Context: an optimization exercise on an open-source flow, tuned for a short achievable clock period and few clock cycles per item. The choices shown serve that exercise and are no tape-out recipe. In this exercise RTL edits were held to simulation tests only and were not proved equivalent to the original. Power and IR drop assume default switching activity.

==> flow/design.v <==
`default_nettype none
package memGeometryPkg;
	localparam int addrWidth = 32;                       
	localparam int wordWidth = 32;                       
	localparam int byteWidth = 8;                        
	localparam int memBytes = 256;                       
	localparam int laneCount = wordWidth / byteWidth;    
	localparam int bankDepth = memBytes / laneCount;     
	localparam int bankAddrWidth = $clog2(bankDepth);    
	typedef logic [wordWidth-1:0] word_t;                
	typedef logic [bankAddrWidth-1:0] bankAddr_t;        
endpackage
`default_nettype wire
`default_nettype none
package memAccessPkg;
	typedef logic [2:0] memSize_t;
	localparam memSize_t sizeByte = 3'b000;      
	localparam memSize_t sizeHalf = 3'b001;      
	localparam memSize_t sizeWord = 3'b010;      
	localparam memSize_t sizeByteS = 3'b100;     
	localparam memSize_t sizeHalfS = 3'b101;     
	typedef enum logic [1:0] {
		accessByte,                              
		accessHalf,                              
		accessWord                               
	} accessWidth_t;
	typedef logic [3:0] byteEn_t;
endpackage
`default_nettype wire
`timescale 1ns/1ps
`default_nettype none
import memGeometryPkg::*;
import memAccessPkg::*;
module accessDecode (
	input wire logic mov,
	input wire logic readWrite,
	input wire memAccessPkg::memSize_t memSize,
	input wire logic [memGeometryPkg::addrWidth-1:0] extAddress,
	input wire memGeometryPkg::word_t dataIn,
	output logic storeEn,
	output logic [3:0] laneEn,                   
	output memGeometryPkg::word_t laneData,
	output memAccessPkg::accessWidth_t width,
	output logic sgn,
	output logic rdOk,
	output logic err
);
	logic isByte, isHalf, isWord, valid;
	always_comb begin
		isByte = memSize[1:0] == 2'b00;
		isHalf = memSize[1:0] == 2'b01;
		isWord = memSize == sizeWord;
		valid = isByte || isHalf || isWord;
		err = !valid;
		rdOk = readWrite && valid;
		sgn = memSize[2];
		width = isWord ? accessWord : isHalf ? accessHalf : accessByte;
		storeEn = mov && !readWrite && valid;
		laneEn[3] = isWord || (isHalf && !extAddress[1]) || (isByte && extAddress[1:0] == 2'd0);
		laneEn[2] = isWord || (isHalf && !extAddress[1]) || (isByte && extAddress[1:0] == 2'd1);
		laneEn[1] = isWord || (isHalf && extAddress[1]) || (isByte && extAddress[1:0] == 2'd2);
		laneEn[0] = isWord || (isHalf && extAddress[1]) || (isByte && extAddress[1:0] == 2'd3);
		laneData[31:24] = isWord ? dataIn[31:24] : isHalf ? dataIn[15:8] : dataIn[7:0];
		laneData[23:16] = isWord ? dataIn[23:16] : dataIn[7:0];
		laneData[15:8] = (isWord || isHalf) ? dataIn[15:8] : dataIn[7:0];
		laneData[7:0] = dataIn[7:0];
	end
endmodule
`default_nettype wire
`timescale 1ns/1ps
`default_nettype none
import memGeometryPkg::*;
module byteLaneRam (
	input wire logic CLK,
	input wire logic storeEn,
	input wire logic [3:0] laneEn,               
	input wire logic [7:0] addr,
	input wire logic half,                       
	input wire memGeometryPkg::word_t laneData,
	output memGeometryPkg::word_t readWord,
	output logic signBit
);
	logic [wordWidth-1:0] words [bankDepth];
	logic [bankDepth-1:0] rowHit;
	logic wrPend;                                
	logic [bankDepth-1:0] wrRow;                 
	logic [3:0] wrLane;
	memGeometryPkg::word_t wrData;
	always_ff @(posedge CLK) begin
		wrPend <= storeEn;
		if (storeEn) begin
			wrRow <= rowHit;
			wrLane <= laneEn;
			wrData <= laneData;
		end
	end
	logic [3:0] signLane;
	memGeometryPkg::word_t signWord;
	always_comb begin
		for (int w = 0; w < bankDepth; w++) rowHit[w] = addr[7:2] == 6'(w);
		for (int l = 0; l < laneCount; l++) signLane[l] = half ? l == {addr[1], 1'b0} : l == addr[1:0];
	end
	always_ff @(posedge CLK) begin
		for (int w = 0; w < bankDepth; w++) begin
			for (int l = 0; l < laneCount; l++) begin
				if (wrPend && wrRow[w] && wrLane[l]) begin
					words[w][l*byteWidth +: byteWidth] <= wrData[l*byteWidth +: byteWidth];
				end
			end
		end
	end
	always_comb begin
		readWord = '0;
		signBit = 1'b0;
		for (int w = 0; w < bankDepth; w++) begin
			readWord = readWord | (words[w] & {wordWidth{rowHit[w]}});
			for (int l = 0; l < laneCount; l++) begin
				signBit = signBit | (words[w][wordWidth - 1 - l*byteWidth] & rowHit[w] & signLane[l]);
			end
		end
	end
endmodule
`default_nettype wire
`timescale 1ns/1ps
`default_nettype none
import memGeometryPkg::*;
module loadFormat (
	input wire logic [3:0][byteWidth-1:0] term0N,
	input wire logic [1:0][byteWidth-1:0] term1N,
	input wire logic [byteWidth-1:0] term2N,
	input wire logic [byteWidth-1:0] term3N,
	input wire logic ext1N,
	input wire logic ext23N,
	output memGeometryPkg::word_t dataOut
);
	always_comb begin
		dataOut[7:0] = ~(term0N[0] & term0N[1] & term0N[2] & term0N[3]);
		dataOut[15:8] = ~(term1N[0] & term1N[1] & {byteWidth{ext1N}});
		dataOut[23:16] = ~(term2N & {byteWidth{ext23N}});
		dataOut[31:24] = ~(term3N & {byteWidth{ext23N}});
	end
endmodule
`default_nettype wire
`timescale 1ns/1ps
`default_nettype none
import memGeometryPkg::*;
import memAccessPkg::*;
module memSubsystem (
	input wire logic CLK,
	input wire logic rstN,
	input wire logic mov,
	input wire logic readWrite,
	input wire memAccessPkg::memSize_t memSize,
	input wire logic [memGeometryPkg::addrWidth-1:0] extAddress,
	input wire memGeometryPkg::word_t dataIn,
	input wire logic mocOff,
	output logic moc,
	output memGeometryPkg::word_t dataOut,
	output logic sizeError
);
	logic accept;                                
	logic storeEn;                               
	logic [laneCount-1:0] laneEn;                
	memGeometryPkg::word_t laneData;             
	memGeometryPkg::word_t readWord;             
	logic signBit;                               
	memAccessPkg::accessWidth_t width;
	logic sgn;
	logic rdOk;
	logic err;
	logic [3:0] pick0, pick1;                    
	logic pickWord;                              
	logic ext1Next;                              
	logic ext23Next;                             
	logic [3:0][byteWidth-1:0] term0N;
	logic [1:0][byteWidth-1:0] term1N;
	logic [byteWidth-1:0] term2N, term3N;
	logic ext1N, ext23N;
	assign accept = mov && !moc && rstN;
	accessDecode uDecode (
		.mov(accept),
		.readWrite(readWrite),
		.memSize(memSize),
		.extAddress(extAddress),
		.dataIn(dataIn),
		.storeEn(storeEn),
		.laneEn(laneEn),
		.laneData(laneData),
		.width(width),
		.sgn(sgn),
		.rdOk(rdOk),
		.err(err)
	);
	byteLaneRam uRam (
		.CLK(CLK),
		.storeEn(storeEn),
		.laneEn(laneEn),
		.addr(extAddress[7:0]),
		.half(width == accessHalf),
		.laneData(laneData),
		.readWord(readWord),
		.signBit(signBit)
	);
	always_comb begin
		for (int l = 0; l < laneCount; l++) begin
			pick0[l] = rdOk && (width == accessWord ? l == 3
				: width == accessHalf ? l == {extAddress[1], 1'b1}
				: l == extAddress[1:0]);
			pick1[l] = rdOk && (width == accessWord ? l == 2
				: width == accessHalf ? l == {extAddress[1], 1'b0}
				: 1'b0);
		end
		pickWord = rdOk && width == accessWord;
		ext1Next = rdOk && sgn && width == accessByte && signBit;
		ext23Next = rdOk && sgn && width != accessWord && signBit;
	end
	always_ff @(posedge CLK or negedge rstN) begin
		if (!rstN) begin
			moc <= 1'b0;
		end else if (moc) begin
			moc <= !mocOff;
		end else begin
			moc <= accept;
		end
	end
	always_ff @(posedge CLK) begin
		if (!moc) begin
			for (int l = 0; l < laneCount; l++) begin
				term0N[l] <= ~(readWord[wordWidth - 1 - l*byteWidth -: byteWidth] & {byteWidth{pick0[l]}});
			end
			term1N[0] <= ~(readWord[31:24] & {byteWidth{pick1[0]}});
			term1N[1] <= ~(readWord[15:8] & {byteWidth{pick1[2]}});
			term2N <= ~(readWord[23:16] & {byteWidth{pickWord}});
			term3N <= ~(readWord[31:24] & {byteWidth{pickWord}});
			ext1N <= !ext1Next;
			ext23N <= !ext23Next;
			sizeError <= err;
		end
	end
	loadFormat uFormat (
		.term0N(term0N),
		.term1N(term1N),
		.term2N(term2N),
		.term3N(term3N),
		.ext1N(ext1N),
		.ext23N(ext23N),
		.dataOut(dataOut)
	);
endmodule
`default_nettype wire
Settings: LEC_CHECK=0, ABC_CLOCK_PERIOD_IN_PS=2000, CAP_MARGIN=20, CORE_MARGIN=2, CORE_UTILIZATION=60, PLACE_DENSITY=0.72, SETUP_SLACK_MARGIN=2.1, SLEW_MARGIN=20; clock period 4.5 ns.
run.sh (not shown) runs the stock make flow with config.mk's settings and CLKGATE_MAP_FILE= SYNTH_SCRIPT=/design/flow/synth_recipe.tcl, a recipe that flattens the netlist after the stock synthesis.
Testbench counts at the start, summed over its fixed seeds: cycles 9,600, items 4,800.
Then changed:
--- a/flow/design.v
+++ b/flow/design.v
@@ -81,17 +81,17 @@
 	output logic signBit
 );
 	logic [wordWidth-1:0] words [bankDepth];
 	logic [bankDepth-1:0] rowHit;
 	logic wrPend;                                
-	logic [bankDepth-1:0] wrRow;                 
+	logic [5:0] wrRow;
 	logic [3:0] wrLane;
 	memGeometryPkg::word_t wrData;
 	always_ff @(posedge CLK) begin
 		wrPend <= storeEn;
 		if (storeEn) begin
-			wrRow <= rowHit;
+			wrRow <= addr[7:2];
 			wrLane <= laneEn;
 			wrData <= laneData;
 		end
 	end
 	logic [3:0] signLane;
@@ -101,11 +101,11 @@
 		for (int l = 0; l < laneCount; l++) signLane[l] = half ? l == {addr[1], 1'b0} : l == addr[1:0];
 	end
 	always_ff @(posedge CLK) begin
 		for (int w = 0; w < bankDepth; w++) begin
 			for (int l = 0; l < laneCount; l++) begin
-				if (wrPend && wrRow[w] && wrLane[l]) begin
+				if (wrPend && wrRow == 6'(w) && wrLane[l]) begin
 					words[w][l*byteWidth +: byteWidth] <= wrData[l*byteWidth +: byteWidth];
 				end
 			end
 		end
 	end
Result: Sequential cell count went down by 58. Final area went down by 1.5%. Setup slack gains 20 ps. Maximum frequency went up by 0.70%. Combinational power went down by about 4%. Global-route usage went up by 1.7 points. Via count went down by 1.0%. Wire length stays flat. Clock-buffer cell count went up by 9. Power went down by 4.1%. Sequential share of layout area went down by 0.73 points. Sequential power went down by about 3%. Hold slack loses 15 ps. Core utilization barely changes.
Testbench counts after the change, summed over its fixed seeds: cycles 9,600, items 4,800.

[separate check: timing with driven ports]
The results above use ideal ports. As a check the final layouts listed here were re-extracted and re-timed, cells and wires unchanged.
Step 1, drivers: a clkbuf_16 drives CLK and a buf_2 each remaining input, both assumed.
Step 2 times the ports against the registers' clock, not the clock port: input delays grow and output delays shrink by t, the midpoint of the rising clock arrivals with the driver on.
Slacks: no drivers / after step 1 / after step 2; pairs: no drivers / after step 1.
run | shift t [ns] | setup slack, ns | worst hold slack (ns) | worst setup path at the end | worst register clock-pin slew, ns
the first run | 0.954 | 1.684 / 1.536 / 0.583 | 0.191 / 0.126 / 0.804 | input to register | 0.07 / 0.07
the second run | 0.956 | 1.703 / 1.672 / 0.715 | 0.176 / 0.118 / 0.853 | input to register | 0.07 / 0.07
After both steps setup and hold are still met in every run listed. The setup slack of the first run, which loses most, moves by -0.148 ns with the drivers and by -1.101 ns with both steps.
